Background: an optimization exercise with open tools, aiming at small area. Do not read the settings as production practice.
Function was checked by simulation only, so behaviour that the tests miss may differ from the original.
Power is estimated from default activity; no workload was simulated.

**flow/flow/run.sh**
```bash
#!/bin/bash
# Layout flow: the standard ORFS flow, with smaller port buffers, a clock
# tree without dummy loads and power recovery (which downsizes cells with slack).
set -uo pipefail
cd "$(dirname "${BASH_SOURCE[0]}")/.."
bash standard.sh \
	"BUFFER_PORTS_ARGS=-buffer_cell sky130_fd_sc_hd__buf_2" \
	"CTS_ARGS=-sink_clustering_enable -repair_clock_nets -buf_list sky130_fd_sc_hd__clkbuf_8 -sink_clustering_size 16 -sink_clustering_max_diameter 50 -dont_use_dummy_load" \
	finish > standard.log 2>&1
exit $?
```
**flow/standard.sh**
```bash
#!/bin/bash
# synth_recipe.tcl (not shown) runs the flow's synth.tcl, then flattens the netlist and writes it again
# the make line also repeats each setting of config.mk as NAME=value (left out here)
make -C /OpenROAD-flow-scripts/flow DESIGN_CONFIG=/design/flow/config.mk WORK_HOME=/design/flow/orfs CLKGATE_MAP_FILE= SYNTH_SCRIPT=/design/flow/synth_recipe.tcl "${@:-finish}"
```
**flow/config.mk**
```make
export PLATFORM = sky130hd
export DESIGN_NAME = timer_subsys
export DESIGN_NICKNAME = timer_subsys
export VERILOG_FILES = /design/flow/design.v
export SDC_FILE = /design/flow/constraint.sdc
export NUM_CORES = 4
export LEC_CHECK = 0
export CAP_MARGIN = 0
export CORE_MARGIN = 2
export CORE_UTILIZATION = 55
export PLACE_DENSITY = 0.75
export SETUP_SLACK_MARGIN = 0.02
export SLEW_MARGIN = 0
```
**flow/constraint.sdc**
```tcl
create_clock -name core_clock -period 3.5 [get_ports {clk}]
set_input_delay 0.7000 -clock core_clock [delete_from_list [all_inputs] [get_ports {clk}]]
set_output_delay 0.7000 -clock core_clock [all_outputs]
set_load 0.01 [all_outputs]
```
**flow/design.v**
```verilog
`timescale 1ns/1ns
`timescale 1ns/1ns
`timescale 1ns/1ns
`timescale 1ns/1ns
`default_nettype none
module timer_gp32 (
	input  wire [31:0]	a,
	input  wire [31:0]	b,
	output wire		g,
	output wire		p
);
	wire [31:0] g0 = a & b, p0 = a | b;
	wire [15:0] g1, p1;
	wire [7:0]  g2, p2;
	wire [3:0]  g3, p3;
	wire [1:0]  g4, p4;
	for (genvar i = 0; i < 16; i++) begin : g_l1
		assign g1[i] = g0[2*i+1] | (p0[2*i+1] & g0[2*i]);
		assign p1[i] = p0[2*i+1] & p0[2*i];
	end
	for (genvar i = 0; i < 8; i++) begin : g_l2
		assign g2[i] = g1[2*i+1] | (p1[2*i+1] & g1[2*i]);
		assign p2[i] = p1[2*i+1] & p1[2*i];
	end
	for (genvar i = 0; i < 4; i++) begin : g_l3
		assign g3[i] = g2[2*i+1] | (p2[2*i+1] & g2[2*i]);
		assign p3[i] = p2[2*i+1] & p2[2*i];
	end
	for (genvar i = 0; i < 2; i++) begin : g_l4
		assign g4[i] = g3[2*i+1] | (p3[2*i+1] & g3[2*i]);
		assign p4[i] = p3[2*i+1] & p3[2*i];
	end
	assign g = g4[1] | (p4[1] & g4[0]);
	assign p = p4[1] & p4[0];
endmodule
`default_nettype wire
`timescale 1ns/1ns
`timescale 1ns/1ns
`default_nettype none
module timer_subsys (
	input  wire		clk,
	input  wire		rst_n,
	input  wire		psel,
	input  wire		penable,
	input  wire		pwrite,
	input  wire [15:0]	paddr,
	input  wire [31:0]	pwdata,
	input  wire		dbg_halt,
	output logic [31:0]	prdata,
	output logic		pready,
	output logic		pslverr,
	output logic [3:0]	irq
);
	assign pready = 1'b1;
	wire		access = psel & penable;
	wire		aligned = (paddr[15:6] == 10'd0) & (paddr[1:0] == 2'd0);
	wire [3:0]	idx = paddr[5:2];
	wire		mapped = aligned & ~(idx[3] & idx[2]);
	assign pslverr = access & (~mapped | (pwrite & (idx == 4'd1)));
	wire		wr = access & pwrite & aligned;
	wire		ctrl_we = wr & (idx == 4'd0);
	wire		mt_lo_we = wr & (idx == 4'd2);
	wire		mt_hi_we = wr & (idx == 4'd3);
	wire [3:0]	cmp_lo_we, cmp_hi_we;
	for (genvar k = 0; k < 4; k++) begin : g_we
		assign cmp_lo_we[k] = wr & (idx == 4'(4 + 2 * k));
		assign cmp_hi_we[k] = wr & (idx == 4'(5 + 2 * k));
	end
	logic		ctrl_en;
	logic [3:0]	prescale;
	logic [63:0]	mtime;
	always_ff @(posedge clk or negedge rst_n)
		if (!rst_n)
			ctrl_en <= 1'b0;
		else if (ctrl_we)
			ctrl_en <= pwdata[0];
	wire run  = ctrl_en & ~dbg_halt;
	wire tick = run & (prescale[3] & prescale[1] & prescale[0]);
	always_ff @(posedge clk or negedge rst_n)
		if (!rst_n)
			prescale <= 4'd0;
		else if (run)
			prescale <= tick ? 4'd0 : prescale + 4'd1;
	logic [63:0] carry;
	assign carry[0] = 1'b1;
	for (genvar i = 1; i < 64; i++) begin : g_inc
		assign carry[i] = &mtime[i-1:0];
	end
	wire lo_ones = &mtime[31:0];
	wire hi_ones = &mtime[63:32];
	always_ff @(posedge clk or negedge rst_n)
		if (!rst_n)
			mtime <= 64'd0;
		else if (mt_lo_we)
			mtime[31:0] <= pwdata;
		else if (mt_hi_we)
			mtime[63:32] <= pwdata;
		else if (tick)
			mtime <= mtime ^ carry;
	logic [31:0]	cmpn_lo [4];
	logic [31:0]	cmpn_hi [4];
	logic [3:0]	lo_set, hi_set;
	for (genvar k = 0; k < 4; k++) begin : g_chan
		always_ff @(posedge clk) begin
			if (cmp_lo_we[k])
				cmpn_lo[k] <= ~pwdata;
			if (cmp_hi_we[k])
				cmpn_hi[k] <= ~pwdata;
		end
		always_ff @(posedge clk or negedge rst_n)
			if (!rst_n) begin
				lo_set[k] <= 1'b0;
				hi_set[k] <= 1'b0;
			end else begin
				if (cmp_lo_we[k])
					lo_set[k] <= 1'b1;
				if (cmp_hi_we[k])
					hi_set[k] <= 1'b1;
			end
		wire gl, pl, gh, ph;
		timer_gp32 u_lo (.a(mtime[31:0]),  .b(cmpn_lo[k]), .g(gl), .p(pl));
		timer_gp32 u_hi (.a(mtime[63:32]), .b(cmpn_hi[k]), .g(gh), .p(ph));
		wire ge_lo = lo_set[k] ? (gl | pl) : lo_ones;
		wire g_hi  = hi_set[k] & gh;
		wire p_hi  = hi_set[k] ? ph : hi_ones;
		always_ff @(posedge clk or negedge rst_n)
			if (!rst_n)
				irq[k] <= 1'b0;
			else
				irq[k] <= g_hi | (p_hi & ge_lo);
	end
	wire		s_ctrl = (idx == 4'd0);
	wire		s_irq  = (idx == 4'd1);
	wire		s_mlo  = (idx == 4'd2);
	wire		s_mhi  = (idx == 4'd3);
	wire [3:0]	s_clo, s_chi;
	for (genvar k = 0; k < 4; k++) begin : g_rsel
		assign s_clo[k] = (idx == 4'(4 + 2 * k));
		assign s_chi[k] = (idx == 4'(5 + 2 * k));
	end
	wire [3:0]	t_clo = s_clo & lo_set, t_chi = s_chi & hi_set;
	wire		ones_rd = |(s_clo & ~lo_set) | |(s_chi & ~hi_set);
	wire		cmp_rd = |t_clo | |t_chi;
	logic [31:0] cmpn_or;
	always_comb begin
		cmpn_or = '0;
		for (int k = 0; k < 4; k++)
			cmpn_or = cmpn_or | (cmpn_lo[k] & {32{t_clo[k]}}) | (cmpn_hi[k] & {32{t_chi[k]}});
	end
	assign prdata = {32{ones_rd}}
		| ({32{cmp_rd}} & ~cmpn_or)
		| (mtime[31:0] & {32{s_mlo}})
		| (mtime[63:32] & {32{s_mhi}})
		| {28'd0, irq & {4{s_irq}}}
		| {31'd0, ctrl_en & s_ctrl};
endmodule
`default_nettype wire
```
==> run notes, run 1 <==
- The sum of overflow across all layers after global routing is 0.
- The share of total power dissipated in the clock network is 33.6%.
- After the last flow step, the layout net total stands at 1943.
- The multi-input gate area in the final layout is 7930 µm².
- The repair_antennas step left the layout with diodes totalling 0.
- STA puts the critical path data required time at 2.80 ns.
- The wire length of the first global-routing pass is 99500 µm.
- The post-synth design cell area is 18300 µm².
- In this run the worst path has a maximum fanout of 21.
- The hold violation total from the final report is 0.
- The number of primary I/O pins is 92.
- Relative to the synthesized area, the layout overhead comes to 10.1%.
- Once detail routing completed, the nets flagged for antenna violations numbered 0.
- Before antenna repair, the detailed router went through 8 iterations.
- The average size of a mapped cell is 10.1 µm².
- The initial core utilization is 56.0%.
- The floorplan step defined a die boundary enclosing 34700 µm².
- The flow ran to the end and the layout has no timing, DRC or antenna violations.
- The kind of critical path is in2out.
- In this run the register-to-register setup slack is 0.12 ns.
- Counting every sink on the clock net gives 337.
- The proportion of register bits with asynchronous set or reset after synthesis is 24.0%.
- Yosys mapped the design onto 76 distinct sky130hd cell types.
- The congestion estimate from routability-driven global placement came to 0.963.
- The library cell used most frequently in the layout, excluding fill and tap cells, is sky130_fd_sc_hd__edfxtp_1.
- Setup repair after global routing left no endpoint under its margin.
- Summing all flip-flop and latch instances after layout gives 9720 µm².
- Setup violations remaining at the end of the flow were counted as 0.
- After floorplanning, the core was divided into 66 placement rows.
- The detailed router's first-iteration violation count is 2808.
- The share of the cycle needed by the critical path after routing is 97.3%.
- The highest-delay cell along the critical path is sky130_fd_sc_hd__buf_4.
- Headroom to the max-slew limit came out at 27.5%.
- The number of cells on the worst reg-to-reg path is 8.
- In this design, the stage delay of the slowest critical-path cell is 0.42 ns.
- The cell area power density is 340 nW/µm².
- The number of cells produced by synthesis is 1810.
- After detailed routing, the average wire length per cell comes to 29.5 µm.
- The total CTS buffers is 37.
- The share of total power dissipated in combinational logic is 3.6%.
- The standby leakage power is 0.00700 µW.
- The vias per cell is 7.42.
- The chip width is 186 µm.
- The level count of the clock H-tree is 2.
- Summed over all failing endpoints, the final setup total negative slack is 0 ns.
- The placed instances occupy a cell area of 19600 µm².
- The largest clock skew in the final design is 0.0455 ns.
- The via count of the first global-routing pass is 15800.
- Clock-pin slew was measured on the worst setup and hold paths at 0.10 ns.
- The sequential share of the synthesized area is 53.2%.
- The wire-length estimate of the detail-placed layout is 46800 µm.
- The cell internal power dissipation is 5310 µW.
- After filler insertion, the fill cell instance count of the layout stands at 2682.
- The cell type with the highest occurrence count on the critical path is sky130_fd_sc_hd__buf_2.
- The final route contains 17200 vias.
- The count of synthesis-stage warnings from yosys is 5.
- Counting along the longest clock path gives a buffer depth of 3.
- For this block, the routed nets add up to 68400 µm of wire.
- The path class of the lowest-slack min-delay path is in2async.
- Counting I/O delays and the setup requirement, the final critical path takes 3.40 ns.
- In the layout the commonest cells are sky130_fd_sc_hd__edfxtp_1, sky130_fd_sc_hd__nor2_1, sky130_fd_sc_hd__a22oi_1.
- The flip-flop cell with the highest count after synthesis is sky130_fd_sc_hd__edfxtp_1.
- The startpoint identified for the worst register-to-register timing path is mtime[0].
- The overall die height is 186 µm.
- Derived from the worst setup path, the maximum achievable clock frequency is 0.294 GHz.
- The pin count of the biggest net entering global routing is 67.
- The synthesized design contains 256 enable-type register cells.
- Global routing used 39.0% of the available tracks.
- Counting flops and latches in the post-synthesis netlist gives 337.
- Sequential cells account for 62.9% of the total power.
- TritonCTS built the clock tree.
- The master cell of the clock root buffer is sky130_fd_sc_hd__clkbuf_8.
- The transition time at the pin with the least slew margin is 1.09 ns.
- The initial antenna violation count is 0.
- With fillers left out, the area of the finished cells amounts to 20100 µm².
- The number of violations of the max-capacitance limit is 0.
- The sort of element at the end of the critical path is an output pin.
- The total of hold buffers inserted after clock tree synthesis is 0.
- The endpoint of the worst-slack reg-to-reg timing path is mtime[48].
- The worst-case IR drop observed on VDD is 0.000214 V.
- The number of remaining DRC errors is 0.
- For the worst setup path, the data arrival time is 2.70 ns.
- Of the total power, the share spent switching nets is 22.4%.
- Clock latency on the worst-skew pair, taken at its later pin, is 0.58 ns.
- The share of layout cells above drive strength 1 is 14.7%.
- The critical path goes through buf_2, nor2b_1, and3_1, buf_4, a22oi_1, nand4_1, nand3_1, buf_2.
- STA classifies the critical path startpoint as a primary input.
- The number of pins exceeding their max-slew limit in the final report came to 0.
- The number of buffers added on ports is 90.
- The total nets after synthesis is 1871.
- In this run the power spent charging and discharging nets is 1530 µW.
- The total core area is 32600 µm².
==> area by class of cell <==
type | instances | area share [%]
inverters | 48 | 0.896
multi-input cells | 1281 | 39.4
clock buffers | 37 | 2.53
well taps | 442 | 2.75
flip-flops and latches | 337 | 48.3
repair buffers | 177 | 6.12
==> registers in the layout, indices dropped and copies added (netlist names) <==
signal,count
irq,4
mtime,64
ctrl_en,1
hi_set,4
cmpn_lo,128
cmpn_hi,128
lo_set,4
prescale,4
==> worst max path at each step <==
stage	start	slack (ns)	to
3_3_place_gp	paddr[3]	0.24	prdata[3]
5_1_grt	mtime[0]	0.04	mtime[48]
4_1_cts	hi_set[3]	0.05	prdata[3]
6_report	paddr[5]	0.1	prdata[14]
2_1_floorplan	paddr[12]	0.07	cmpn_hi[0][0]
3_5_place_dp	paddr[3]	0.12	prdata[3]
==> worst max-delay path, delay by kind of cell <==
kind	cells	cell delay (ns)
simple gates	4	0.90
buf+inv	3	0.87
compound gates	1	0.22
==> logic make-up after synthesis <==
group | synth area share [%]
AO/OA/AOI/OAI | 25.2
AND/OR/NAND/NOR | 14.4
flip-flops | 53.2
buffers and inverters | 4.20
adder cells (fa/ha/maj) | 2.03
multiplexers | 0.890
XOR/XNOR | 0.0959
other | 0.0205
==> cell usage after synthesis (4+ instances only) <==
cell type | instances | area, µm²
sky130_fd_sc_hd__nor3b_1 | 4 | 30.0
sky130_fd_sc_hd__o221ai_1 | 11 | 96.3
sky130_fd_sc_hd__a221oi_1 | 34 | 298
sky130_fd_sc_hd__and2_1 | 14 | 87.6
sky130_fd_sc_hd__buf_2 | 21 | 105
sky130_fd_sc_hd__a31oi_1 | 29 | 181
sky130_fd_sc_hd__or3_1 | 4 | 25.0
sky130_fd_sc_hd__a211oi_1 | 6 | 45.0
sky130_fd_sc_hd__nand4_1 | 41 | 257
sky130_fd_sc_hd__mux2_2 | 4 | 45.0
sky130_fd_sc_hd__a21oi_1 | 139 | 696
sky130_fd_sc_hd__and3_1 | 16 | 100
sky130_fd_sc_hd__o211ai_1 | 13 | 97.6
sky130_fd_sc_hd__nor2_1 | 182 | 683
sky130_fd_sc_hd__or2_2 | 19 | 119
sky130_fd_sc_hd__inv_1 | 48 | 180
sky130_fd_sc_hd__a211o_1 | 5 | 43.8
sky130_fd_sc_hd__o31ai_1 | 6 | 45.0
sky130_fd_sc_hd__nand3_1 | 84 | 420
sky130_fd_sc_hd__dfrtp_1 | 81 | 2030
sky130_fd_sc_hd__o21a_1 | 5 | 37.5
sky130_fd_sc_hd__buf_1 | 8 | 30.0
sky130_fd_sc_hd__nor2b_1 | 9 | 56.3
sky130_fd_sc_hd__a22oi_1 | 149 | 1120
sky130_fd_sc_hd__nor3_1 | 26 | 130
sky130_fd_sc_hd__a22o_1 | 41 | 359
sky130_fd_sc_hd__maj3_1 | 25 | 250
sky130_fd_sc_hd__edfxtp_1 | 256 | 7690
sky130_fd_sc_hd__a21o_1 | 5 | 37.5
sky130_fd_sc_hd__a221o_1 | 4 | 40.0
sky130_fd_sc_hd__o21ai_0 | 90 | 450
sky130_fd_sc_hd__nand2b_1 | 7 | 43.8
sky130_fd_sc_hd__o22ai_1 | 94 | 588
sky130_fd_sc_hd__clkbuf_1 | 111 | 417
sky130_fd_sc_hd__o22a_1 | 9 | 78.8
sky130_fd_sc_hd__ha_1 | 7 | 87.6
sky130_fd_sc_hd__mux2i_1 | 5 | 50.1
sky130_fd_sc_hd__or4_1 | 5 | 37.5
sky130_fd_sc_hd__nor4_1 | 13 | 81.3
sky130_fd_sc_hd__nand2_1 | 109 | 409
sky130_fd_sc_hd__o32ai_1 | 11 | 96.3
==> power by group through the flow <==
stage	Sequential (µW)	Combinational [µW]	Clock [µW]
finish	4300	245	2300
global route	4300	265	2420
CTS	4300	232	2280
detailed placement	4390	231	0
global placement	4390	225	0
floorplan	4390	84.7	0
==> routing by layer <==
layer	routed length, µm	vias up	track usage, %	share of wire, %
li1	-	7216	-	-
met1	25300	8191	55.5	37
met2	29200	1535	58.1	43
met3	10400	283	8.57	15
met4	3610	0	16.6	5.3
met5	0	-	0	0
==> stage by stage <==
stage | setup slack, ns | utilization, % | total power (µW) | hold slack (ns) | std cells
3_3_place_gp | 0.243 | 60.0 | 4610 | 0.502 | 2284
5_1_grt | 0.0363 | 61.7 | 6990 | 0.155 | 2322
4_1_cts | 0.0534 | 61.6 | 6820 | 0.149 | 2321
2_1_floorplan | 0.0738 | - | 4470 | 0.404 | 1810
3_5_place_dp | 0.122 | 60.0 | 4620 | 0.518 | 2284
6_report | 0.0951 | 61.7 | 6840 | 0.134 | 2322
==> timing repair <==
item                       CTS  global route
setup buffers                0             0
gates cloned                 0             1
gates resized for setup      1             3
pin swaps                    0             1
setup endpoints to repair    4            24
==> inputs of run 2 (changes only) <==
==> flow/flow/run.sh (replaced) <==
#!/bin/bash
# Layout flow: the standard ORFS flow, with smaller port buffers, a clock
# tree without dummy loads and power recovery (which downsizes cells with slack).
set -uo pipefail
cd "$(dirname "${BASH_SOURCE[0]}")/.."
bash standard.sh \
	"BUFFER_PORTS_ARGS=-buffer_cell sky130_fd_sc_hd__buf_1" \
	"CTS_ARGS=-sink_clustering_enable -repair_clock_nets -buf_list sky130_fd_sc_hd__clkbuf_8 -sink_clustering_size 20 -sink_clustering_max_diameter 55 -dont_use_dummy_load" \
	finish > standard.log 2>&1
exit $?
==> run 2 against run 1 <==
  * Die area did not move
  * Non-clock buffer count grew 11
  * Critical path type unchanged
  * Largest power group unchanged
  * Global-route usage is 0.76 points higher
  * Largest cell class unchanged
  * Final cell count grew 0.39%
==> run notes, run 2 <==
- The area of all sequential standard cells is 9710 µm² (about the same).
- The final hold slack is 0.265 ns (+0.131 ns).
- The wire length of the first global-routing pass came to 102000 µm (+2.0%).
- The biggest area consumer among synthesized cells is sky130_fd_sc_hd__edfxtp_1.
- The via count of the first global-routing pass came to 16200 (+2.5%).
- The sort of element at the end of the critical path is an output pin.
- The count of synthesis-stage warnings from yosys came to 5 (unchanged).
- The maximum fanout count along the critical path is 21 (unchanged).
- The initial antenna violation count is 1 (+1).
- The multi-input gate area in the final layout came to 7920 µm² (-0.14%).
- The number of buffers added on ports is 90 (unchanged).
- The run finished with no timing, DRC or antenna violations.
- The proportion of register bits with asynchronous set or reset after synthesis is 24.0% (unchanged).
- The placer congestion estimate came to 0.964 (about the same).
- The setup-violating endpoint count in the final report was 0 (unchanged).
- The clock slew seen by the registers of the worst setup and hold paths came to 0.10 ns (about the same).
- The share of layout cells above drive strength 1 was 10.4% (-4.3 points).
- STA classifies the critical path startpoint as a primary input.
- The data arrival time of the critical path is 2.69 ns (about the same).
- The critical path required time was 2.80 ns (about the same).
- The post-synth design cell area came to 18300 µm² (unchanged).
- The path class of the lowest-slack min-delay path is in2async.
- The clock period minus worst slack was 3.39 ns (-0.0180 ns).
- The total iterations of the first detailed-routing run was 9 (+1).
- The total number of vias is 17200 (-0.16%).
- The number of pins exceeding their max-slew limit in the final report is 0 (unchanged).
- The critical path goes through buf_1, nor2b_4, nand2_1, nor2_2, buf_12, nor4_1, nand2_1, buf_6, nand4_1, o211ai_1, buf_1.
- The power after layout was 6750 µW (-1.5%).
- The transition time at the pin with the least slew margin is 1.23 ns (+0.147 ns).
- The total of hold buffers inserted after clock tree synthesis is 0 (unchanged).
- The number of primary I/O pins is 92 (unchanged).
- The number of flops mapped to enable cells by yosys is 256 (unchanged).
- Clock tree synthesis selected as its root buffer the cell sky130_fd_sc_hd__clkbuf_8.
- The level count of the clock H-tree is 2 (unchanged).
- The number of nets in the layout is 1950 (+0.36%).
- The vias per cell is 7.38 (-0.54%).
- The largest clock skew in the final design is 0.0578 ns (+0.0123 ns).
- The largest stage delay on the critical path is 0.28 ns (-0.14 ns).
- The aggregate routed wire length is 68800 µm (+0.60%).
- The share of the synthesized area in the top cell type came to 42.1% (unchanged).
- The sequential share of the synthesized area came to 53.2% (unchanged).
- The largest individual stage delay along the critical path comes from the cell sky130_fd_sc_hd__buf_1.
- The setup slack of the most critical reg-to-reg path is 0.21 ns (+0.09 ns).
- The most common cell in the synthesized netlist is sky130_fd_sc_hd__edfxtp_1.
- The TritonCTS sink count came to 337 (unchanged).
- The peak supply drop is 0.000290 V (+36%).
- TritonCTS built the clock tree.
- The number of violations of the max-capacitance limit is 0 (unchanged).
- The overall track demand over capacity in global routing is 39.8% (+0.76 points).
- The chip width came to 186 µm (unchanged).
- The post-synthesis cell type count is 76 (unchanged).
- The layout overhead on the synthesized area is 10.0% (about the same).
- The highest clock rate is 0.295 GHz (+0.53%).
- The number of cells produced by synthesis is 1810 (unchanged).
- The total nets after synthesis is 1871 (unchanged).
- The share of the cycle needed by the critical path after routing is 96.8% (-0.51 points).
- The standby leakage power is 0.00681 µW (-2.7%).
- The number of remaining DRC errors is 0 (unchanged).
- The pin count of the biggest net entering global routing is 67 (unchanged).
- The final sum of negative setup slack is 0 ns (unchanged).
- The total number of placement rows was 66 (unchanged).
- The die footprint was 34700 µm² (unchanged).
- By count the netlist is led by sky130_fd_sc_hd__edfxtp_1, sky130_fd_sc_hd__nor2_1, sky130_fd_sc_hd__a22oi_1, sky130_fd_sc_hd__a21oi_1, sky130_fd_sc_hd__clkbuf_1.
- The total CTS buffers is 34 (-8.1%).
- The initial core utilization is 56.0% (unchanged).
- The critical path in this run is classified as in2out.
- The worst slew margin relative to its limit was 17.7% (-9.8 points).
- The worst-skew pair later-pin latency is 0.58 ns (about the same).
- In the final layout, the registers with the most flip-flops are cmpn_hi: 128 flops, cmpn_lo: 128 flops, mtime: 64 flops.
- The most used flip-flop cell after synthesis is sky130_fd_sc_hd__edfxtp_1.
- The remaining antenna violation count after routing is 0 (unchanged).
- After synthesis, the cell types taking the most area are sky130_fd_sc_hd__edfxtp_1, sky130_fd_sc_hd__dfrtp_1, sky130_fd_sc_hd__a22oi_1, sky130_fd_sc_hd__a21oi_1, sky130_fd_sc_hd__nor2_1.
- The library cells used most frequently in the layout, excluding fill and tap cells, are sky130_fd_sc_hd__edfxtp_1, sky130_fd_sc_hd__nor2_1, sky130_fd_sc_hd__a22oi_1.
- The average size of a mapped cell is 10.1 µm² (unchanged).
- The mean routed wirelength per cell was 29.5 µm (+0.21%).
- The overall die height came to 186 µm (unchanged).
- The hold violation total from the final report was 0 (unchanged).
- The detailed router's first-iteration violation count was 2900 (+3.3%).
- The maximum root-to-sink buffer count is 3 (unchanged).
- The synthesis-stage register bit count is 337 (unchanged).
- The sum of overflow across all layers after global routing is 0 (unchanged).
- The most frequent standard cell in the layout excluding fill and tap cells is sky130_fd_sc_hd__edfxtp_1.
- The cell area power density is 335 nW/µm² (-1.4%).
- The post-detailed-placement half-perimeter wirelength is 47700 µm (+1.8%).
- The count of fill cells added during filler insertion is 2729 (+1.8%).
- The total core area is 32600 µm² (unchanged).
==> run 2: cell counts after synthesis <==
No cell type changed its count.
==> run 2: through the flow <==
step / util (%) / area (µm²) / std cells / worst slack [ns]
after floorplan: - / 18300 / 1810 / 0.0738
after global placement: 60.1 / 19600 / 2294 / 0.185
after detailed placement: 60.1 / 19600 / 2294 / 0.0497
after CTS: 61.6 / 20100 / 2328 / 0.0204
after global routing: 61.6 / 20100 / 2329 / -0.000526
final: 61.6 / 20100 / 2331 / 0.113
==> run 2: logic make-up after synthesis <==
| kind of cell | count (synthesis) | share of synthesized area, % |
|---|---|---|
| compound gates | 685 | 25.2 |
| simple gates | 545 | 14.4 |
| buf+inv | 193 | 4.20 |
| other cells | 1 | 0.0205 |
| fa+ha+maj | 35 | 2.03 |
| mux | 12 | 0.890 |
| flops | 337 | 53.2 |
| xor+xnor | 2 | 0.0959 |
==> run 2: repair_timing <==
| item | 4_1_cts | 5_1_grt |
|---|---|---|
| setup buffers | 0 | 1 |
| gates resized for setup | 0 | 6 |
| endpoints found under the hold margin | 0 | 0 |
| endpoints found under the setup margin | 0 | 36 |
==> run 2: final cells by class <==
type | count | share of cell area (%)
antenna | 2 | 0.0249
sequential | 337 | 48.3
clock buffer | 34 | 2.33
multi-input combinational | 1280 | 39.4
tap | 442 | 2.75
inverter | 48 | 0.896
timing repair buffer | 188 | 6.32
==> run 2: power breakdown <==
part / switching, µW / leakage [µW] / total (µW) / internal, µW
Sequential: 0.154 / 0.00341 / 4300 / 4300
Combinational: 185 / 0.00315 / 242 / 57.0
Clock: 1330 / 0.000244 / 2200 / 871
==> run 2: layer usage <==
layer | vias up | track usage, % | wire length [µm]
li1 | 7223 | - | -
met5 | - | 0 | 0
met3 | 293 | 9.83 | 10300
met2 | 1483 | 58.9 | 29400
met1 | 8199 | 55.8 | 25500
met4 | 0 | 17.8 | 3600
==> run 2: path summary, 6_finish.rpt <==
kind,startpoint,to,depth (start not counted)
worst max-delay path,paddr[5],prdata[3],11
worst min-delay path,rst_n,mtime[60],1
worst min register to register,prescale[3],prescale[3],2
worst max register to register,mtime[2],mtime[62],8
min in group core_clock,pwdata[4],mtime[4],3
max in group asynchronous,rst_n,mtime[49],2
==> run 2: critical path, delay by kind of cell <==
kind                   cells  cell delay [ns]
AND/OR/NAND/NOR            6             0.85
buffers and inverters      4             0.95
AO/OA/AOI/OAI              1             0.16
==> inputs of run 3 (changes only) <==
==> flow/run.sh (new file) <==
#!/bin/bash
# synth_recipe.tcl (not shown) runs the flow's synth.tcl, then flattens the netlist and writes it again
# the make line also repeats each setting of config.mk as NAME=value (left out here)
make -C /OpenROAD-flow-scripts/flow DESIGN_CONFIG=/design/flow/config.mk WORK_HOME=/design/flow/orfs CLKGATE_MAP_FILE= SYNTH_SCRIPT=/design/flow/synth_recipe.tcl finish
==> flow/config.mk (replaced) <==
export PLATFORM = sky130hd
export DESIGN_NAME = timer_subsys
export DESIGN_NICKNAME = timer_subsys
export VERILOG_FILES = /design/flow/design.v
export SDC_FILE = /design/flow/constraint.sdc
export NUM_CORES = 4
export LEC_CHECK = 0
export CAP_MARGIN = 20
export CORE_MARGIN = 2
export CORE_UTILIZATION = 40
export SLEW_MARGIN = 20
removed: flow/flow/run.sh
removed: flow/standard.sh
==> run 3 against run 2 <==
  * Power rose by 33%
  * Wire length rose by 7.2%
  * Core utilization fell by 12 points
  * Final area rose by 11%
  * Setup slack got worse by 0.034 ns
  * Global-route usage fell by 8.7 points
  * Sequential share of layout area fell by 4.9 points
  * Fmax fell by 1.0%
  * Clock skew fell by 0.042 ns
  * First-iteration DRC count fell by 23%
  * Register-to-register slack improved by 0.13 ns
  * Clock power rose by 99%
  * Critical path type unchanged
  * Highest routed layer is now met5
==> run notes, run 3 <==
- The post-placement cell area is 20900 µm² (+6.6%).
- The most critical setup path has its endpoint at prdata[14].
- The setup slack of the most critical reg-to-reg path is 0.34 ns (+0.13 ns).
- The total CTS buffers is 39 (+15%).
- The number of pins exceeding their max-slew limit in the final report is 0 (unchanged).
- The post-route core utilization is 49.4% (-12 points).
- The reg-to-reg critical path startpoint is mtime[0].
- The remaining antenna violation count after routing is 0 (unchanged).
- The worst slew margin relative to its limit came to 48.5% (+31 points).
- The total nets after synthesis is 1871 (unchanged).
- The layout overhead on the synthesized area is 22.4%.
- The number of buffers added on ports was 90 (unchanged).
- The average size of a mapped cell is 10.1 µm² (unchanged).
- The critical path starts at paddr[3].
- The fraction of the mapped netlist area in adder cells came to 2.03% (unchanged).
- The standby leakage power was 0.00783 µW (+15%).
- The largest clock skew in the final design was 0.0163 ns (-0.0415 ns).
- Leaving out fill and tap cells, the most frequent cell in the layout is sky130_fd_sc_hd__edfxtp_1.
- The data arrival time of the critical path is 2.72 ns (+0.03 ns).
- The cell area power density is 402 nW/µm² (+20%).
- The level count of the clock H-tree was 2 (unchanged).
- The detailed router's first-iteration violation count is 2225 (-23%).
- The total iterations of the first detailed-routing run is 8 (-1).
- The signal on the critical path passes through dlygate4sd2_1, nor2b_1, and3_2, buf_12, a22o_1, a221oi_1, nand4_1, nand3_1, clkdlybuf4s15_1.
- The share of the cycle needed by the critical path after routing is 97.7% (+0.98 points).
- The total core area was 45300 µm² (+39%).
- The highest clock rate was 0.292 GHz (-1.0%).
- The worst setup path is launched from a primary input.
- The XOR/XNOR share of the synthesized area is 0.0959% (unchanged).
- The TritonCTS clock tree is built.
- The chip width is 218 µm (+17%).
- The post-synthesis simple-gate area fraction is 14.4% (unchanged).
- The maximum root-to-sink buffer count is 3 (unchanged).
- The most common cell in the synthesized netlist is sky130_fd_sc_hd__edfxtp_1.
- After synthesis, the largest family of logic cells by area is compound AO/OA/AOI/OAI gates.
- The worst-skew pair later-pin latency came to 0.57 ns (about the same).
- The hold violation total from the final report came to 0 (unchanged).
- The die footprint was 47400 µm² (+37%).
- The initial core utilization came to 40.4% (-16 points).
- The highest-delay cell along the critical path is sky130_fd_sc_hd__dlygate4sd2_1.
- After synthesis, the cell types taking the most area are sky130_fd_sc_hd__edfxtp_1, sky130_fd_sc_hd__dfrtp_1, sky130_fd_sc_hd__a22oi_1, sky130_fd_sc_hd__a21oi_1, sky130_fd_sc_hd__nor2_1.
- The TritonCTS sink count was 337 (unchanged).
- The count of buffer and inverter cells on the critical path is 3 (-1).
- The maximum fanout count along the critical path is 13 (-38%).
- The mean routed wirelength per cell was 28.8 µm (-2.3%).
- The total number of placement rows is 78 (+18%).
- The critical path required time is 2.80 ns (about the same).
- The number of flops mapped to enable cells by yosys came to 256 (unchanged).
- The master cell of the clock root buffer is sky130_fd_sc_hd__clkbuf_16.
- The number of violations of the max-capacitance limit was 0 (unchanged).
- The peak supply drop is 0.000283 V (-2.4%).
- The share of layout cells above drive strength 1 is 14.5% (+4.1 points).
- The worst slack at placement is -0.412 ns (-0.461 ns).
- Counting instances in the post-synthesis netlist gives the leading cell types as sky130_fd_sc_hd__edfxtp_1, sky130_fd_sc_hd__nor2_1, sky130_fd_sc_hd__a22oi_1, sky130_fd_sc_hd__a21oi_1, sky130_fd_sc_hd__clkbuf_1.
- Leaving out fill and tap cells, the most frequent cells in the layout are sky130_fd_sc_hd__edfxtp_1, sky130_fd_sc_hd__nor2_1, sky130_fd_sc_hd__a22oi_1.
- The sum of overflow across all layers after global routing is 0 (unchanged).
- The flow ran to the end and the layout has no timing, DRC or antenna violations.
- The number of primary I/O pins is 92 (unchanged).
- The number of cells produced by synthesis was 1810 (unchanged).
- The endpoint of the worst-slack reg-to-reg timing path is mtime[55].
- The post-synthesis cell type count is 76 (unchanged).
- The largest delay contributor family on the critical path is simple AND/OR/NAND/NOR gates.
- The clock slew seen by the registers of the worst setup and hold paths is 0.06 ns (-0.04 ns).
- The proportion of register bits with asynchronous set or reset after synthesis is 24.0% (unchanged).
- The worst setup path is of the in2out kind.
- The total number of vias is 17000 (-1.1%).
- The clock period minus worst slack is 3.42 ns (+0.0343 ns).
- The total non-filler cell area in the finished layout is 22400 µm² (+11%).
- The synthesized design spends more area on one cell type than any other, namely sky130_fd_sc_hd__edfxtp_1.
- The cell count of the worst reg-to-reg path is 9 (+1).
- The vias per cell is 6.65 (-9.9%).
- The complex-gate fraction of the synthesized area is 25.2% (unchanged).
- The transition time at the pin with the least slew margin was 0.754 ns (-0.478 ns).
- The initial antenna violation count is 1 (unchanged).
- The synthesis-stage register bit count was 337 (unchanged).
- The post-detailed-placement half-perimeter wirelength came to 52000 µm (+9.1%).
- STA classifies the critical path endpoint as an output pin.
- The worst setup margin is 0.0788 ns (-0.0343 ns).
- The aggregate routed wire length is 73800 µm (+7.2%).
- The overall track demand over capacity in global routing is 31.1% (-8.7 points).
- The wire length of the first global-routing pass is 109000 µm (+7.5%).
- The largest stage delay on the critical path is 0.28 ns (about the same).
- The total of hold buffers inserted after clock tree synthesis is 0 (unchanged).
- In the final layout, the registers with the most flip-flops are cmpn_hi: 128 flops, cmpn_lo: 128 flops, mtime: 64 flops.
- The flip-flop cell with the highest count after synthesis is sky130_fd_sc_hd__edfxtp_1.
- The sequential share of the synthesized area is 53.2% (unchanged).
- The setup-violating endpoint count in the final report is 0 (unchanged).
- The tightest min-delay check is of the in2async type.
- The via count of the first global-routing pass came to 16500 (+1.9%).
- The number of remaining DRC errors is 0 (unchanged).
- The cell depth of the worst setup path is 9 (-2).
- The buffers inserted during post-CTS setup optimization is 0 (unchanged).
- The overall die height came to 218 µm (+17%).
- The pin count of the biggest net entering global routing came to 48 (-28%).
- The post-synth design cell area is 18300 µm² (unchanged).
- The count of synthesis-stage warnings from yosys was 5 (unchanged).
- The number of nets in the layout came to 1991 (+2.1%).
- The count of fill cells added during filler insertion is 4155 (+52%).
- The count of antenna diodes in the layout was 0 (-2).
- The placer congestion estimate is 0.956 (-0.87%).
- The multiplexer share of the synthesized area came to 0.890% (unchanged).
- The share of the synthesized area in the top cell type is 42.1% (unchanged).
## run 3: cell counts after synthesis
No cell type changed its count.
## run 3: report_power, final
group	internal, µW	switching (µW)
Sequential	4310	0.158
Combinational	118	188
Clock	2600	1770
Total	7030	1960
## run 3: how the worst min path moves through the flow
stage	from	end	cells past startpoint	slack [ns]
3_3_place_gp	prescale[3]	prescale[3]	2	0.50
2_1_floorplan	rst_n	ctrl_en	0	0.40
4_1_cts	rst_n	irq[0]	1	0.20
5_1_grt	rst_n	irq[0]	1	0.24
3_5_place_dp	prescale[0]	prescale[0]	1	0.53
6_report	rst_n	irq[0]	1	0.18
## run 3: metrics by stage
step                std cells   TNS, ns  total power, µW  hold WS [ns]
floorplan                1810         0             4470         0.404
global placement         2489    -11.30             4710         0.503
detailed placement       2489    -11.40             4720         0.525
CTS                      2559         0             9010         0.202
global route             2559  -0.00344             9170         0.239
finish                   2559         0             8990         0.179
## run 3: cells by family (layout without fill, tap and decap cells)
kind of cell,Yosys count,count (layout)
AOI/OAI and AO/OA,685,685
and+or+nand+nor,545,545
DFF,337,337
buffers and inverters,193,342
adders and majority gates,35,35
muxes,12,12
xor gates and xnor gates,2,2
other,1,1
## run 3: worst reg2reg max path: cells and delay by family (launching register included)
kind	cells	cell delay, ns
adder cells (fa/ha/maj)	1	0.25
flip-flops	1	0.55
AO/OA/AOI/OAI	3	0.52
AND/OR/NAND/NOR	5	1.77
## run 3: final cells by class
type	instances	area (µm²)	area share (%)
inverter	48	180	0.805
timing repair buffer	224	2330	10.4
sequential	337	9710	43.4
clock buffer	48	1100	4.93
clock inverter	22	241	1.08
multi-input combinational	1280	8050	36.0
tap	600	751	3.36
## run 3: timing repair
item                       in CTS  in global routing
pin swaps                       1                  0
setup endpoints to repair      32                 10
resized for setup              62                 10
## run 3: metal layers
layer	global-route usage (%)	wire length (µm)	share of wire, %	vias to the layer above
li1	-	-	-	7362
met1	42.9	30100	41	8313
met2	46.5	32200	44	1119
met3	6.95	8050	11	213
met4	14.6	3450	4.7	2
met5	0	13	0.018	-
==> inputs of run 4 (changes only) <==
==> flow/flow/run.sh (new file) <==
#!/bin/bash
# Layout flow: the standard ORFS flow, with smaller port buffers, a clock
# tree without dummy loads, and power recovery (which downsizes cells with
# slack) followed by a max-slew repair.
set -uo pipefail
cd "$(dirname "${BASH_SOURCE[0]}")/.."
bash standard.sh \
	"BUFFER_PORTS_ARGS=-buffer_cell sky130_fd_sc_hd__buf_2" \
	"CTS_ARGS=-sink_clustering_enable -repair_clock_nets -buf_list sky130_fd_sc_hd__clkbuf_8 -sink_clustering_size 16 -sink_clustering_max_diameter 50 -dont_use_dummy_load" \
	"RECOVER_POWER=100" \
	"POST_GLOBAL_ROUTE_TCL=$PWD/flow/post_grt.tcl" \
	finish > standard.log 2>&1
exit $?
==> flow/flow/post_grt.tcl (new file) <==
# Power recovery can leave high-fanout nets (the reset) with a driver too weak
# for its load: repair max slew and capacitance again, legalize, reroute.
global_route -start_incremental
repair_design -slew_margin 0 -cap_margin 0
detailed_placement
global_route -end_incremental
estimate_parasitics -global_routing
write_guides $::env(RESULTS_DIR)/route.guide
==> flow/standard.sh (new file) <==
#!/bin/bash
# synth_recipe.tcl (not shown) runs the flow's synth.tcl, then flattens the netlist and writes it again
# the make line also repeats each setting of config.mk as NAME=value (left out here)
make -C /OpenROAD-flow-scripts/flow DESIGN_CONFIG=/design/flow/config.mk WORK_HOME=/design/flow/orfs CLKGATE_MAP_FILE= SYNTH_SCRIPT=/design/flow/synth_recipe.tcl "${@:-finish}"
--- a/flow/config.mk
+++ b/flow/config.mk
@@ -6,6 +6,8 @@
 export NUM_CORES = 4
 export LEC_CHECK = 0
-export CAP_MARGIN = 20
+export CAP_MARGIN = 0
 export CORE_MARGIN = 2
-export CORE_UTILIZATION = 40
-export SLEW_MARGIN = 20
+export CORE_UTILIZATION = 55
+export PLACE_DENSITY = 0.75
+export SETUP_SLACK_MARGIN = 0.02
+export SLEW_MARGIN = 0
removed: flow/run.sh
==> run 4 against run 3 <==
  * Fmax down 2.8%
  * Global-route usage up 8.0 points
  * Area after synthesis unchanged
  * Critical path type unchanged
  * Now fails the layout checks on setup timing
  * Core utilization up 12 points
  * Critical path depth unchanged
  * Highest routed layer is now met4
  * Power down 24%
  * Via count up 1.2%
==> run notes, run 4 <==
- The most used flip-flop cell after synthesis is sky130_fd_sc_hd__edfxtp_1.
- The worst slack at placement is 0.122 ns (+0.534 ns).
- The total of hold buffers inserted after clock tree synthesis was 0 (unchanged).
- The post-synthesis simple-gate area fraction is 14.4% (unchanged).
- By instance count, the leading cell after synthesis is sky130_fd_sc_hd__edfxtp_1.
- The average size of a mapped cell is 10.1 µm² (unchanged).
- The number of remaining DRC errors is 0 (unchanged).
- The number of flops mapped to enable cells by yosys is 256 (unchanged).
- The worst setup path is launched from a primary input.
- The level count of the clock H-tree is 2 (unchanged).
- The multiplexer share of the synthesized area is 0.890% (unchanged).
- The worst slew margin relative to its limit was 7.46% (-41 points).
- The placer congestion estimate is 0.963 (+0.78%).
- The buffers inserted during post-CTS setup optimization is 0 (unchanged).
- The share of the synthesized area in the top cell type is 42.1% (unchanged).
- The number of pins exceeding their max-slew limit in the final report is 0 (unchanged).
- The number of buffers added on ports is 90 (unchanged).
- The chip width came to 186 µm (-14%).
- The share of layout cells above drive strength 1 is 11.2% (-3.3 points).
- The initial antenna violation count came to 0 (-1).
- The count of synthesis-stage warnings from yosys was 5 (unchanged).
- The maximum root-to-sink buffer count was 3 (unchanged).
- The critical path required time is 2.80 ns (about the same).
- The total CTS buffers was 37 (-5.1%).
- The most frequent standard cell in the layout excluding fill and tap cells is sky130_fd_sc_hd__edfxtp_1.
- The data arrival time of the critical path is 2.82 ns (+0.10 ns).
- The combinational family with the most area after synthesis is compound AO/OA/AOI/OAI gates.
- The clock slew seen by the registers of the worst setup and hold paths is 0.09 ns (+0.03 ns).
- The vias per cell came to 7.41 (+11%).
- Walking the worst path, the cells encountered are buf_2, nor2b_1, and3_1, clkbuf_4, a22o_1, a221oi_1, nand4_1, nand3_1, buf_2.
- The count of buffer and inverter cells on the critical path is 3 (unchanged).
- The clock period minus worst slack is 3.52 ns (+0.0995 ns).
- A clean result was blocked by setup timing.
- TritonCTS built the clock tree.
- The post-synthesis cell type count came to 76 (unchanged).
- The highest-delay cell along the critical path is sky130_fd_sc_hd__a221oi_1.
- The final sum of negative setup slack came to -0.0207 ns (-0.0207 ns).
- In the layout the commonest cells are sky130_fd_sc_hd__edfxtp_1, sky130_fd_sc_hd__nor2_1, sky130_fd_sc_hd__a22oi_1.
- The cell type with the highest occurrence count on the critical path is sky130_fd_sc_hd__buf_2.
- The worst-skew pair later-pin latency is 0.58 ns (about the same).
- The total iterations of the first detailed-routing run is 6 (-2).
- The synthesis-stage register bit count is 337 (unchanged).
- The number of violations of the max-capacitance limit is 0 (unchanged).
- The worst setup path is captured at an output pin.
- The overall track demand over capacity in global routing was 39.0% (+8.0 points).
- The number of cells produced by synthesis came to 1810 (unchanged).
- The die footprint is 34700 µm² (-27%).
- The kind of critical path is in2out.
- The detailed router's first-iteration violation count is 2760 (+24%).
- Ranked by total cell area, the synthesized netlist is headed by sky130_fd_sc_hd__edfxtp_1, sky130_fd_sc_hd__dfrtp_1, sky130_fd_sc_hd__a22oi_1, sky130_fd_sc_hd__a21oi_1, sky130_fd_sc_hd__nor2_1.
- The worst setup margin is -0.0207 ns (-0.0995 ns).
- The highest clock rate was 0.284 GHz (-2.8%).
- The master cell of the clock root buffer is sky130_fd_sc_hd__clkbuf_8.
- The pin count of the biggest net entering global routing was 67 (+40%).
- The proportion of register bits with asynchronous set or reset after synthesis is 24.0% (unchanged).
- The largest registers in the layout are cmpn_hi: 128 flops, cmpn_lo: 128 flops, mtime: 64 flops.
- The TritonCTS sink count is 337 (unchanged).
- The post-detailed-placement half-perimeter wirelength is 46800 µm (-10%).
- The number of primary I/O pins is 92 (unchanged).
- The total nets after synthesis is 1871 (unchanged).
- In this run the worst hold path is classified as in2async.
- The setup-violating endpoint count in the final report is 1 (+1).
- The largest total area in the synthesized netlist belongs to sky130_fd_sc_hd__edfxtp_1.
- The largest clock skew in the final design is 0.0481 ns (+0.0318 ns).
- The total number of vias is 17200 (+1.2%).
- The cell family contributing the most delay on the critical path is buffers and inverters.
- The standby leakage power came to 0.00680 µW (-13%).
- The wire length of the first global-routing pass is 99500 µm (-8.8%).
- The post-placement cell area was 19600 µm² (-6.3%).
- The overall die height was 186 µm (-14%).
- The share of the cycle needed by the critical path after routing was 101% (+2.8 points).
- The remaining antenna violation count after routing was 0 (unchanged).
- The sequential share of the synthesized area was 53.2% (unchanged).
- The XOR/XNOR share of the synthesized area came to 0.0959% (unchanged).
- The maximum fanout count along the critical path was 21 (+8).
- The total non-filler cell area in the finished layout is 19900 µm² (-11%).
- The cell depth of the worst setup path was 9 (unchanged).
- The cell area power density was 343 nW/µm² (-15%).
- The count of antenna diodes in the layout is 0 (unchanged).
- The initial core utilization is 56.0% (+16 points).
- The count of cells resized by post-cts repair is 1 (-98%).
- The sum of overflow across all layers after global routing is 0 (unchanged).
- The complex-gate fraction of the synthesized area is 25.2% (unchanged).
- The post-synth design cell area is 18300 µm² (unchanged).
- The number of nets in the layout was 1944 (-2.4%).
- The aggregate routed wire length is 68500 µm (-7.1%).
- The peak supply drop is 0.000215 V (-24%).
- The largest stage delay on the critical path is 0.37 ns (+0.09 ns).
- The cell count of the worst reg-to-reg path is 9 (unchanged).
- The fraction of the mapped netlist area in adder cells came to 2.03% (unchanged).
- Counting instances in the post-synthesis netlist gives the leading cell types as sky130_fd_sc_hd__edfxtp_1, sky130_fd_sc_hd__nor2_1, sky130_fd_sc_hd__a22oi_1, sky130_fd_sc_hd__a21oi_1, sky130_fd_sc_hd__clkbuf_1.
- The via count of the first global-routing pass was 15800 (-4.2%).
- The transition time at the pin with the least slew margin is 1.39 ns (+0.634 ns).
- The run finished, with violations left.
- The mean routed wirelength per cell came to 29.5 µm (+2.3%).
- The layout overhead on the synthesized area is 8.93%.
- The total number of placement rows came to 66 (-15%).
- The hold violation total from the final report was 0 (unchanged).
- The total core area came to 32600 µm² (-28%).
## run 4: cell count changes in the layout (fill, tap and decap cells not counted), sizes merged, moves of 5 or more
cell	change
clkbuf	+71
buf	-39
bufinv	-5
clkdlybuf4s50	-53
dlygate4sd2	-33
clkinv	-14
## run 4: layer usage
| metal | track usage (%) | vias to the layer above | part of all wire [%] | wire (µm) |
|---|---|---|---|---|
| li1 | - | 7216 | - | - |
| met1 | 55.5 | 8232 | 37 | 25700 |
| met2 | 58.1 | 1499 | 43 | 29500 |
| met3 | 8.57 | 264 | 15 | 9950 |
| met4 | 16.6 | 0 | 4.9 | 3370 |
| met5 | 0 | - | 0 | 0 |
## run 4: metrics by stage
step | hold slack (ns) | cells | power [µW] | utilization, %
floorplan | 0.404 | 1810 | 4470 | -
global placement | 0.502 | 2284 | 4610 | 60.0
detailed placement | 0.518 | 2284 | 4620 | 60.0
CTS | 0.149 | 2321 | 6820 | 61.6
finish | 0.0622 | 2323 | 6830 | 61.0
## run 4: final timing paths
| check | slack, ns | from | endpoint |
|---|---|---|---|
| min in group core_clock | 0.38 | pwdata[16] | mtime[16] |
| setup / recovery | -0.02 | paddr[5] | prdata[31] |
| max in group asynchronous | 2.04 | rst_n | mtime[10] |
| hold / removal | 0.06 | rst_n | lo_set[2] |
| setup reg to reg | 0.14 | mtime[0] | mtime[57] |
| hold reg to reg | 0.53 | prescale[0] | prescale[0] |
## run 4: kinds of logic after synthesis
group           Yosys count
buf+inv                 193
fa+ha+maj                35
compound gates          685
mux                      12
other cells               1
flops                   337
simple gates            545
xor+xnor                  2
## run 4: where the power goes
group          total [µW]  internal, µW  switching [µW]
Combinational         237          56.7             180
Sequential           4300          4300           0.167
Clock                2290           944            1340
## run 4: layout make-up
| class | instances | area, µm² |
|---|---|---|
| fill | 2742 | 12700 |
| tap | 442 | 553 |
| timing repair buffer | 178 | 1040 |
| inverter | 48 | 180 |
| sequential | 337 | 9710 |
| clock buffer | 37 | 509 |
| multi-input combinational | 1281 | 7910 |
## run 4: worst register-to-register path: stages (launching register included)
cell and delay (ns):
sky130_fd_sc_hd__dfrtp_1 0.56, sky130_fd_sc_hd__ha_1 0.23, sky130_fd_sc_hd__and3_1 0.25, sky130_fd_sc_hd__and4_1 0.46, sky130_fd_sc_hd__nand4_4 0.29, sky130_fd_sc_hd__nor4_4 0.33
sky130_fd_sc_hd__clkbuf_1 0.51, sky130_fd_sc_hd__nand2_1 0.22, sky130_fd_sc_hd__o22ai_1 0.30, sky130_fd_sc_hd__a21oi_1 0.11
==> inputs of run 5 (changes only) <==
--- a/flow/flow/run.sh
+++ b/flow/flow/run.sh
@@ -8,5 +8,4 @@
 	"BUFFER_PORTS_ARGS=-buffer_cell sky130_fd_sc_hd__buf_2" \
 	"CTS_ARGS=-sink_clustering_enable -repair_clock_nets -buf_list sky130_fd_sc_hd__clkbuf_8 -sink_clustering_size 16 -sink_clustering_max_diameter 50 -dont_use_dummy_load" \
-	"RECOVER_POWER=100" \
 	"POST_GLOBAL_ROUTE_TCL=$PWD/flow/post_grt.tcl" \
 	finish > standard.log 2>&1
==> flow/flow/post_grt.tcl (replaced) <==
# Downsize cells that have timing slack to spare, keeping a setup margin,
# then repair max slew and capacitance again, legalize and reroute.
global_route -start_incremental
repair_timing -recover_power 100 -setup_margin 0.15 -verbose
repair_design -slew_margin 0 -cap_margin 0
detailed_placement
global_route -end_incremental
estimate_parasitics -global_routing
report_wns
report_tns
write_guides $::env(RESULTS_DIR)/route.guide
==> run 5 against run 4 <==
  * The run now finishes clean
  * Clock power is essentially flat
  * Global-route usage is the same
  * Largest cell class unchanged
  * Power is essentially flat
  * Core utilization is essentially flat
  * Die area is the same
==> run notes, run 5 <==
- The worst setup margin is 0.0621 ns (+0.0828 ns).
- The library cells used most frequently in the layout, excluding fill and tap cells, are sky130_fd_sc_hd__edfxtp_1, sky130_fd_sc_hd__nor2_1, sky130_fd_sc_hd__a22oi_1.
- The multi-input gate area in the final layout was 7910 µm² (about the same).
- The remaining antenna violation count after routing is 0 (unchanged).
- The detailed router's first-iteration violation count is 2730 (-1.1%).
- The post-route non-filler standard cell count is 2323 (unchanged).
- The post-synthesis simple-gate area fraction is 14.4% (unchanged).
- The largest registers in the layout are cmpn_hi: 128 flops, cmpn_lo: 128 flops, mtime: 64 flops.
- The multiplexer share of the synthesized area came to 0.890% (unchanged).
- The number of flops mapped to enable cells by yosys came to 256 (unchanged).
- The count of buffer and inverter cells on the critical path was 3 (unchanged).
- The number of remaining DRC errors is 0 (unchanged).
- The post-detailed-placement half-perimeter wirelength came to 46800 µm (unchanged).
- The worst slack at placement came to 0.122 ns (unchanged).
- The post-placement cell count was 2284 (unchanged).
- Traced cell by cell, the critical path runs through clkbuf_2, nor2b_1, and3_1, clkbuf_4, a22o_1, a221oi_1, nand4_1, nand3_1, buf_2.
- STA classifies the critical path endpoint as an output pin.
- The total nets after synthesis was 1871 (unchanged).
- The cell area power density came to 343 nW/µm² (-0.13%).
- The largest clock skew in the final design was 0.0463 ns (-0.00173 ns).
- The synthesis-stage register bit count is 337 (unchanged).
- The library cell used most frequently in the layout, excluding fill and tap cells, is sky130_fd_sc_hd__edfxtp_1.
- The clock slew seen by the registers of the worst setup and hold paths is 0.09 ns (about the same).
- The maximum fanout count along the critical path is 21 (unchanged).
- The placer congestion estimate came to 0.963 (unchanged).
- The total of hold buffers inserted after clock tree synthesis was 0 (unchanged).
- Among all flip-flop cells after synthesis, the most frequent one is sky130_fd_sc_hd__edfxtp_1.
- The critical path starts at paddr[5].
- The largest stage delay on the critical path was 0.47 ns (+0.10 ns).
- The maximum root-to-sink buffer count came to 3 (unchanged).
- The total non-filler cell area in the finished layout is 19900 µm² (about the same).
- The cell depth of the worst setup path is 9 (unchanged).
- The overall track demand over capacity in global routing is 39.0% (unchanged).
- The buffers inserted during post-CTS setup optimization came to 0 (unchanged).
- The layout overhead on the synthesized area is 8.98% (about the same).
- The setup-violating endpoint count in the final report is 0 (-1).
- The via count of the first global-routing pass is 15800 (unchanged).
- The transition time at the pin with the least slew margin came to 1.35 ns (-0.0332 ns).
- The count of antenna diodes in the layout is 0 (unchanged).
- The sequential share of the synthesized area is 53.2% (unchanged).
- The share of layout cells above drive strength 1 was 11.5% (+0.37 points).
- The master cell of the clock root buffer is sky130_fd_sc_hd__clkbuf_8.
- The reg-to-reg critical path startpoint is mtime[0].
- The hold violation total from the final report is 0 (unchanged).
- The standby leakage power is 0.00681 µW (+0.19%).
- The count of cells resized by post-cts repair came to 1 (unchanged).
- The TritonCTS sink count is 337 (unchanged).
- The share of power burned in combinational logic is 3.5% (about the same).
- The highest clock rate came to 0.291 GHz (+2.4%).
- The share of the cycle needed by the critical path after routing was 98.2% (-2.4 points).
- The kind of critical path is in2out.
- TritonCTS built the clock tree.
- The number of violations of the max-capacitance limit is 0 (unchanged).
- The count of synthesis-stage warnings from yosys is 5 (unchanged).
- The count of fill cells added during filler insertion is 2737 (-0.18%).
- The post-synth design cell area is 18300 µm² (unchanged).
- The mean routed wirelength per cell came to 29.5 µm (-0.12%).
- The vias per cell came to 7.43 (+0.34%).
- The number of pins exceeding their max-slew limit in the final report is 0 (unchanged).
- The average size of a mapped cell is 10.1 µm² (unchanged).
- The switching power summed over all nets came to 1520 µW (-0.42%).
- The tightest min-delay check is of the in2async type.
- The total number of placement rows is 66 (unchanged).
- The peak supply drop is 0.000214 V (-0.24%).
- The overall die height is 186 µm (unchanged).
- The complex-gate fraction of the synthesized area was 25.2% (unchanged).
- The area of all sequential standard cells is 9720 µm² (about the same).
- The largest individual stage delay along the critical path comes from the cell sky130_fd_sc_hd__clkbuf_4.
- The timing endpoint of the critical path is prdata[28].
- The total iterations of the first detailed-routing run was 7 (+1).
- The pin count of the biggest net entering global routing is 67 (unchanged).
- The initial core utilization was 56.0% (unchanged).
- The proportion of power drawn by the clock network is 33.4% (about the same).
- The aggregate routed wire length came to 68500 µm (-0.12%).
- The cell count of the worst reg-to-reg path is 9 (unchanged).
- The most common cell in the synthesized netlist is sky130_fd_sc_hd__edfxtp_1.
- Of all cell types, the one taking the most synthesized area is sky130_fd_sc_hd__edfxtp_1.
- The clock period minus worst slack came to 3.44 ns (-0.0828 ns).
- The wire length of the first global-routing pass came to 99500 µm (unchanged).
- The fraction of the mapped netlist area in adder cells is 2.03% (unchanged).
- The chip width was 186 µm (unchanged).
- The flow ran to the end and the layout has no timing, DRC or antenna violations.
- The proportion of register bits with asynchronous set or reset after synthesis is 24.0% (unchanged).
- The total core area was 32600 µm² (unchanged).
- The sum of overflow across all layers after global routing is 0 (unchanged).
- The number of nets in the layout is 1944 (unchanged).
- The post-placement cell area was 19600 µm² (unchanged).
- The setup slack of the most critical reg-to-reg path was 0.14 ns (about the same).
- The post-synthesis cell type count is 76 (unchanged).
- The number of buffers added on ports is 90 (unchanged).
- The final sum of negative setup slack is 0 ns (+0.0207 ns).
- The initial antenna violation count came to 0 (unchanged).
- Sorting the synthesized cells by how often they occur yields sky130_fd_sc_hd__edfxtp_1, sky130_fd_sc_hd__nor2_1, sky130_fd_sc_hd__a22oi_1, sky130_fd_sc_hd__a21oi_1, sky130_fd_sc_hd__clkbuf_1.
- The total CTS buffers is 37 (unchanged).
- The cell internal power dissipation was 5300 µW (about the same).
- The number of cells produced by synthesis is 1810 (unchanged).
- The total number of vias is 17300 (+0.34%).
- The switching fraction of total power came to 22.3% (-0.077 points).
- The die footprint is 34700 µm² (unchanged).
- The level count of the clock H-tree is 2 (unchanged).
- The share of the synthesized area in the top cell type is 42.1% (unchanged).
- The endpoint of the worst-slack reg-to-reg timing path is mtime[57].
- The critical path required time came to 2.80 ns (about the same).
- The worst slew margin relative to its limit came to 9.67% (+2.2 points).
- The XOR/XNOR share of the synthesized area is 0.0959% (unchanged).
- After synthesis, the cell types taking the most area are sky130_fd_sc_hd__edfxtp_1, sky130_fd_sc_hd__dfrtp_1, sky130_fd_sc_hd__a22oi_1, sky130_fd_sc_hd__a21oi_1, sky130_fd_sc_hd__nor2_1.
- The combinational family with the most area after synthesis is compound AO/OA/AOI/OAI gates.
- The number of primary I/O pins is 92 (unchanged).
- The worst-skew pair later-pin latency is 0.58 ns (about the same).
- STA classifies the critical path startpoint as a primary input.
- The data arrival time of the critical path is 2.74 ns (-0.08 ns).
- The sequential group share of total power is 63.1% (about the same).
- Grouping stages by cell kind, the critical path spends the most delay in buffers and inverters.
==> run 5: metal layers <==
metal	part of all wire [%]	global-route usage [%]	vias to the layer above
li1	-	-	7221
met1	37	55.5	8172
met2	43	58.1	1588
met3	15	8.57	289
met4	5.4	16.6	0
met5	0	0	-
==> run 5: how the worst min path moves through the flow <==
stage | start | end
floorplan | rst_n | ctrl_en
global placement | prescale[3] | prescale[3]
detailed placement | prescale[0] | prescale[0]
CTS | rst_n | lo_set[1]
finish | rst_n | hi_set[2]
==> run 5: cells by family (layout without fill, tap and decap cells) <==
group                      count (synthesis)  count (layout)
and+or+nand+nor                          545             545
AOI/OAI and AO/OA                        685             686
xor gates and xnor gates                   2               2
adders and majority gates                 35              35
DFF                                      337             337
other                                      1               1
buffers and inverters                    193             263
muxes                                     12              12
==> run 5: power by group through the flow <==
stage	Clock (µW)	Combinational, µW	Sequential, µW
2_1_floorplan	0	84.7	4390
3_3_place_gp	0	225	4390
3_5_place_dp	0	231	4390
4_1_cts	2280	232	4300
6_report	2280	238	4300
==> run 5: area by class of cell <==
class	instances	share of cell area, %
Inverter	48	0.905
Clock buffer	37	2.56
Sequential cell	337	48.8
Multi-Input combinational cell	1281	39.7
Timing Repair Buffer	178	5.26
Tap cell	442	2.78
==> run 5: metrics by stage <==
| step | power (µW) | hold slack (ns) | util [%] |
|---|---|---|---|
| 2_1_floorplan | 4470 | 0.404 | - |
| 3_3_place_gp | 4610 | 0.502 | 60.0 |
| 3_5_place_dp | 4620 | 0.518 | 60.0 |
| 4_1_cts | 6820 | 0.149 | 61.6 |
| 6_report | 6820 | 0.0588 | 61.1 |
==> inputs of run 6 (changes only) <==
--- a/flow/design.v
+++ b/flow/design.v
@@ -82,29 +82,31 @@
 		else if (run)
 			prescale <= tick ? 4'd0 : prescale + 4'd1;
-	logic [63:0] carry;
-	assign carry[0] = 1'b1;
+	logic [63:0] mtimen;
+	assign mtime = ~mtimen;
+	logic [63:0] borrow;
+	assign borrow[0] = 1'b1;
 	for (genvar i = 1; i < 64; i++) begin : g_inc
-		assign carry[i] = &mtime[i-1:0];
+		assign borrow[i] = ~|mtimen[i-1:0];
 	end
-	wire lo_ones = &mtime[31:0];
-	wire hi_ones = &mtime[63:32];
+	wire lo_ones = ~|mtimen[31:0];
+	wire hi_ones = ~|mtimen[63:32];
 	always_ff @(posedge clk or negedge rst_n)
 		if (!rst_n)
-			mtime <= 64'd0;
+			mtimen <= '1;
 		else if (mt_lo_we)
-			mtime[31:0] <= pwdata;
+			mtimen[31:0] <= ~pwdata;
 		else if (mt_hi_we)
-			mtime[63:32] <= pwdata;
+			mtimen[63:32] <= ~pwdata;
 		else if (tick)
-			mtime <= mtime ^ carry;
-	logic [31:0]	cmpn_lo [4];
-	logic [31:0]	cmpn_hi [4];
+			mtimen <= mtimen ^ borrow;
+	logic [31:0]	cmp_lo [4];
+	logic [31:0]	cmp_hi [4];
 	logic [3:0]	lo_set, hi_set;
 	for (genvar k = 0; k < 4; k++) begin : g_chan
 		always_ff @(posedge clk) begin
 			if (cmp_lo_we[k])
-				cmpn_lo[k] <= ~pwdata;
+				cmp_lo[k] <= pwdata;
 			if (cmp_hi_we[k])
-				cmpn_hi[k] <= ~pwdata;
+				cmp_hi[k] <= pwdata;
 		end
 		always_ff @(posedge clk or negedge rst_n)
@@ -119,6 +121,6 @@
 			end
 		wire gl, pl, gh, ph;
-		timer_gp32 u_lo (.a(mtime[31:0]),  .b(cmpn_lo[k]), .g(gl), .p(pl));
-		timer_gp32 u_hi (.a(mtime[63:32]), .b(cmpn_hi[k]), .g(gh), .p(ph));
+		timer_gp32 u_lo (.a(mtime[31:0]),  .b(~cmp_lo[k]), .g(gl), .p(pl));
+		timer_gp32 u_hi (.a(mtime[63:32]), .b(~cmp_hi[k]), .g(gh), .p(ph));
 		wire ge_lo = lo_set[k] ? (gl | pl) : lo_ones;
 		wire g_hi  = hi_set[k] & gh;
@@ -141,13 +143,12 @@
 	wire [3:0]	t_clo = s_clo & lo_set, t_chi = s_chi & hi_set;
 	wire		ones_rd = |(s_clo & ~lo_set) | |(s_chi & ~hi_set);
-	wire		cmp_rd = |t_clo | |t_chi;
-	logic [31:0] cmpn_or;
+	logic [31:0] cmp_or;
 	always_comb begin
-		cmpn_or = '0;
+		cmp_or = '0;
 		for (int k = 0; k < 4; k++)
-			cmpn_or = cmpn_or | (cmpn_lo[k] & {32{t_clo[k]}}) | (cmpn_hi[k] & {32{t_chi[k]}});
+			cmp_or = cmp_or | (cmp_lo[k] & {32{t_clo[k]}}) | (cmp_hi[k] & {32{t_chi[k]}});
 	end
 	assign prdata = {32{ones_rd}}
-		| ({32{cmp_rd}} & ~cmpn_or)
+		| cmp_or
 		| (mtime[31:0] & {32{s_mlo}})
 		| (mtime[63:32] & {32{s_mhi}})
==> run 6 against run 5 <==
  * Wire length down 6.1%
  * Power up 0.13%
  * Sequential share of layout area up 1.9 points
  * Worst hold slack better by 0.17 ns
  * First-iteration DRC count up 17%
  * Global-route usage down 1.3 points
  * Sequential power about the same
  * Synthesized cell count down 8.7%
  * Die area down 2.0%
  * Sequential cell count unchanged
==> run notes, run 6 <==
- The number of buffers added on ports is 90 (unchanged).
- By area the synthesized netlist is led by sky130_fd_sc_hd__edfxtp_1, sky130_fd_sc_hd__dfstp_2, sky130_fd_sc_hd__a22oi_1, sky130_fd_sc_hd__a222oi_1, sky130_fd_sc_hd__o21ai_0.
- The total iterations of the first detailed-routing run is 13 (+6).
- The number of remaining DRC errors is 0 (unchanged).
- The most frequent standard cell in the layout excluding fill and tap cells is sky130_fd_sc_hd__edfxtp_1.
- The pin count of the biggest net entering global routing is 39 (-42%).
- The detailed router's first-iteration violation count is 3203 (+17%).
- The multiplexer share of the synthesized area was 1.08% (+0.19 points).
- The count of synthesis-stage warnings from yosys is 3 (-2).
- The total number of placement rows is 66 (unchanged).
- The complex-gate fraction of the synthesized area is 26.3% (+1.1 points).
- The overall track demand over capacity in global routing is 37.7% (-1.3 points).
- The data arrival time of the critical path is 3.82 ns (+1.08 ns).
- The number of pins exceeding their max-slew limit in the final report came to 0 (unchanged).
- The clock period minus worst slack is 3.35 ns (-0.0874 ns).
- The hold violation total from the final report came to 0 (unchanged).
- The XOR/XNOR share of the synthesized area is 1.03% (+0.93 points).
- By area, the combinational part of the netlist is dominated by compound AO/OA/AOI/OAI gates.
- The highest clock rate was 0.298 GHz (+2.6%).
- The flow ran to the end and the layout has no timing, DRC or antenna violations.
- The worst-skew pair later-pin latency is 0.57 ns (about the same).
- The final hold slack is 0.226 ns (+0.167 ns).
- The TritonCTS clock tree is built.
- The number of primary I/O pins is 92 (unchanged).
- The worst slew margin relative to its limit came to 9.66% (-0.014 points).
- In the layout the commonest cells are sky130_fd_sc_hd__edfxtp_1, sky130_fd_sc_hd__nand2_1, sky130_fd_sc_hd__o21ai_0.
- The number of nets in the layout is 1767 (-9.1%).
- The die footprint is 34000 µm² (-2.0%).
- The count of cells resized by post-cts repair is 1 (unchanged).
- The post-route non-filler standard cell count is 2146 (-7.6%).
- The number of cells produced by synthesis came to 1652 (-8.7%).
- The total of hold buffers inserted after clock tree synthesis is 0 (unchanged).
- The sum of overflow across all layers after global routing is 0 (unchanged).
- The clock slew seen by the registers of the worst setup and hold paths is 0.09 ns (about the same).
## run 6: cell count changes in the layout (fill, tap and decap cells not counted), sizes merged, moves of 29 or more
cell    delta
dfstp     +64
o31ai     +36
nor2     -110
o21ai     +34
a222oi    +65
a21oi     -81
buf       -29
dfrtp     -64
a22oi     -56
nand3     -46
o22ai     -32
nand2     +36
## run 6: final cells by class
cell class                      count  area share (%)
Sequential cell                   337            50.7
Multi-Input combinational cell   1152            39.1
Timing Repair Buffer              156            4.50
Tap cell                          442            2.86
Clock buffer                       34            2.42
Inverter                           25           0.485
## run 6: worst paths after layout
check	start	slack, ns	endpoint	cells past startpoint
setup / recovery	mtimen[0]	0.15	mtimen[30]	11
hold / removal	rst_n	0.23	mtimen[11]	1
setup reg to reg	mtimen[0]	0.15	mtimen[30]	11
hold reg to reg	ctrl_en	0.55	ctrl_en	1
max in group asynchronous	rst_n	2.04	hi_set[2]	3
min in group core_clock	ctrl_en	0.55	ctrl_en	1
## run 6: through the flow
| step | power [µW] | cell area (µm²) | setup slack, ns | util, % | TNS (ns) |
|---|---|---|---|---|---|
| floorplan | 4510 | 17900 | 0.0583 | - | 0 |
| detailed placement | 4720 | 19000 | -0.00137 | 58.9 | -0.00137 |
| CTS | 6830 | 19500 | 0.0595 | 60.4 | 0 |
| global placement | 4710 | 19000 | 0.106 | 58.9 | 0 |
| finish | 6830 | 19300 | 0.149 | 59.9 | 0 |
## run 6: cell families after synthesis
family	after synthesis
AOI/OAI and AO/OA	654
xor gates and xnor gates	21
muxes	19
DFF	337
adders and majority gates	22
other	1
and+or+nand+nor	434
buffers and inverters	164
## run 6: worst max-delay path, cell delays in order, from the launching register on
cell                        delay (ns)
sky130_fd_sc_hd__dfstp_2          0.41
sky130_fd_sc_hd__inv_1            0.11
sky130_fd_sc_hd__ha_1             0.18
sky130_fd_sc_hd__or3b_4           0.43
sky130_fd_sc_hd__or4b_4           0.57
sky130_fd_sc_hd__clkbuf_1         0.20
sky130_fd_sc_hd__a2111oi_2        0.24
sky130_fd_sc_hd__buf_4            0.25
sky130_fd_sc_hd__nand3_1          0.25
sky130_fd_sc_hd__nor4_1           0.37
sky130_fd_sc_hd__xnor2_1          0.16
sky130_fd_sc_hd__mux2i_1          0.09
## run 6: routing by layer
layer	share of wire, %	vias to the layer above	track usage [%]	routed length (µm)
li1	-	6836	-	-
met1	38	7876	54.4	24200
met2	44	1438	56.2	28100
met3	14	195	7.57	9270
met4	4.3	0	14.7	2770
met5	0	-	0	0
## run 6: where the power goes
part           internal, µW  total [µW]  leakage, µW  switching [µW]
combinational           101         340      0.00290             239
clock                   871        2180     0.000244            1310
sequential             4310        4310      0.00318           0.323

Check on run 6: ideal ports give 0.149 ns setup slack; a clkbuf_16 on the clock port and buf_2 on the inputs give 0.130 ns; moving port delays by the midpoint clock arrival (0.601 ns) as well gives -0.217 ns.
